Background: an optimization exercise with open tools, aiming at small area. Do not read the settings as production practice.
In this exercise RTL edits were held to simulation tests only and were not proved equivalent to the original.
No activity file was given, so power comes from the tool's default toggle rates.

Setup of north:
## concat_stream_buffer
module concat_stream_buffer #(
    parameter int DATA_WIDTH = 16,
    parameter int X_LEN      = 6,
    parameter int H_LEN      = 64,
    parameter int ADDR_WIDTH = 8
) (
    input  logic                         clk,
    input  logic                         rst,
    input  logic                         x_wr_en,
    input  logic [ADDR_WIDTH-1:0]        x_wr_addr,
    input  logic signed [DATA_WIDTH-1:0] x_wr_data,
    input  logic                         h_wr_en,
    input  logic [ADDR_WIDTH-1:0]        h_wr_addr,
    input  logic signed [DATA_WIDTH-1:0] h_wr_data,
    input  logic                         swap,
    input  logic                         rd_start,
    output logic signed [DATA_WIDTH-1:0] rd_data,
    output logic                         rd_valid,
    output logic                         rd_last,
    output logic                         rd_busy,
    output logic                         wr_bank
);
Settings: LEC_CHECK=0, CAP_MARGIN=20, CORE_MARGIN=2, CORE_UTILIZATION=65, CTS_CLUSTER_DIAMETER=150, CTS_CLUSTER_SIZE=30, GPL_TIMING_DRIVEN=0, SETUP_SLACK_MARGIN=0.5, SLEW_MARGIN=20, SYNTH_HIERARCHICAL=1, SYNTH_MINIMUM_KEEP_SIZE=0, TNS_END_PERCENT=100; clock period 5.5 ns.
run.sh (not shown) runs the stock make flow with config.mk's settings and CLKGATE_MAP_FILE= SYNTH_SCRIPT=/design/flow/synth_recipe.tcl, a recipe that flattens the netlist after the stock synthesis.
Modified inputs, south compared to north
diff --git a/flow/config.mk b/flow/config.mk
--- a/flow/config.mk
+++ b/flow/config.mk
@@ -12,7 +12,5 @@
 export CTS_CLUSTER_SIZE = 30
 export GPL_TIMING_DRIVEN = 0
-export SETUP_SLACK_MARGIN = 0.5
 export SLEW_MARGIN = 20
 export SYNTH_HIERARCHICAL = 1
 export SYNTH_MINIMUM_KEEP_SIZE = 0
-export TNS_END_PERCENT = 100
Notes after the runs:
south: flow complete, layout not clean; failing: negative setup slack
north went all the way through the flow, and no timing, DRC or antenna check failed.
| final cell count | north vs south | ≈ equal |
Total power of north is on par with south.
Diff north -> south | met3 wire length | increase of 0.49%
Between north and south, the final cycle utilization of the critical path is lower for north.
Looking at north and south, the post-route clock skew is a wash.
south does worse than north on minimum clock period.
Between north and south, the logic gate share of total power does not differ in any meaningful way.
Via count down 248 in south wrt north
Setup changes, south to east
diff --git a/flow/config.mk b/flow/config.mk
--- a/flow/config.mk
+++ b/flow/config.mk
@@ -8,9 +8,11 @@
 export CAP_MARGIN = 20
 export CORE_MARGIN = 2
-export CORE_UTILIZATION = 65
+export CORE_UTILIZATION = 75
 export CTS_CLUSTER_DIAMETER = 150
 export CTS_CLUSTER_SIZE = 30
 export GPL_TIMING_DRIVEN = 0
+export SETUP_SLACK_MARGIN = 0.5
 export SLEW_MARGIN = 20
 export SYNTH_HIERARCHICAL = 1
 export SYNTH_MINIMUM_KEEP_SIZE = 0
+export TNS_END_PERCENT = 100
## What came out
- Summary of east over south: via count saw an increase; number of tapcells lost 14%; sequential cell count saw little to no change; transition time of the tightest slew-check pin shows an increase of 0.020 ns.
- east went all the way through the flow, and no timing, DRC or antenna check failed.
- Comparing east with south, the final total power came out essentially unchanged.
- sky130_fd_sc_hd__nor4_4 as the slowest cell on the critical path was reported by east, and sky130_fd_sc_hd__nor4_1 by south.
- Global-route usage ends up higher on east.
- south → east: switching part of the total ~0 delta, final worst hold slack held steady, maximum achievable frequency +8.6%.
- The final reports for east and south show power per standard cell area higher in the former.

* * *

concat_stream_buffer, a different RTL version from the one above (not shown whole).
For scale: about 3,700 cells after synthesis, about 2,300 flip-flops, ~74 I/O pins, ~0.079 mm² of cells after synthesis.
clock: 5.5 ns
lec_check: 0
cap_margin: 20
core_margin: 2
core_utilization: 40
slew_margin: 20
synth_hierarchical: 1
synth_minimum_keep_size: 0
Next try:
Settings changed: CTS_CLUSTER_DIAMETER from default to 150, CTS_CLUSTER_SIZE from default to 30, GPL_TIMING_DRIVEN from default to 0.
What happened: Die area does not change. Critical path depth went up by 2. Combinational power went up by about 3%. Global-route usage went down by 1.4 points. Utilization went down by 2.0 points. Cell area went down by 4.3%.

[what the ideal ports hide]
No port has a modelled driver above. Below, the same layouts with a new extraction and two added sets of constraints. Step 1, drivers: a clkbuf_16 drives clk and a buf_2 each remaining input, both assumed. Step 2 moves the port delays by t, midway between the first and last clock arrival at a register: inputs arrive t later, outputs are due t later. That takes back most of the time a late clock gives input paths. Three values: ideal ports, drivers, drivers and shift; two values: the first two.
| run | t, ns | setup slack, ns | latest minus earliest clock arrival (ns) | worst data-port slew with drivers (ns) |
|---|---|---|---|---|
| north | 0.794 | 0.278 / 0.278 / 0.278 | 0.028 / 0.028 | 0.13 |
| south | 0.795 | -0.169 / -0.169 / -0.169 | 0.026 / 0.026 | 0.12 |
| east | 0.784 | 0.281 / 0.281 / 0.281 | 0.042 / 0.043 | 0.11 |
| the first run of note 2 | 0.928 | 1.071 / 1.071 / 1.071 | 0.063 / 0.063 | 0.23 |
| the second run of note 2 | 0.854 | 0.143 / 0.143 / 0.143 | 0.055 / 0.054 | 0.26 |
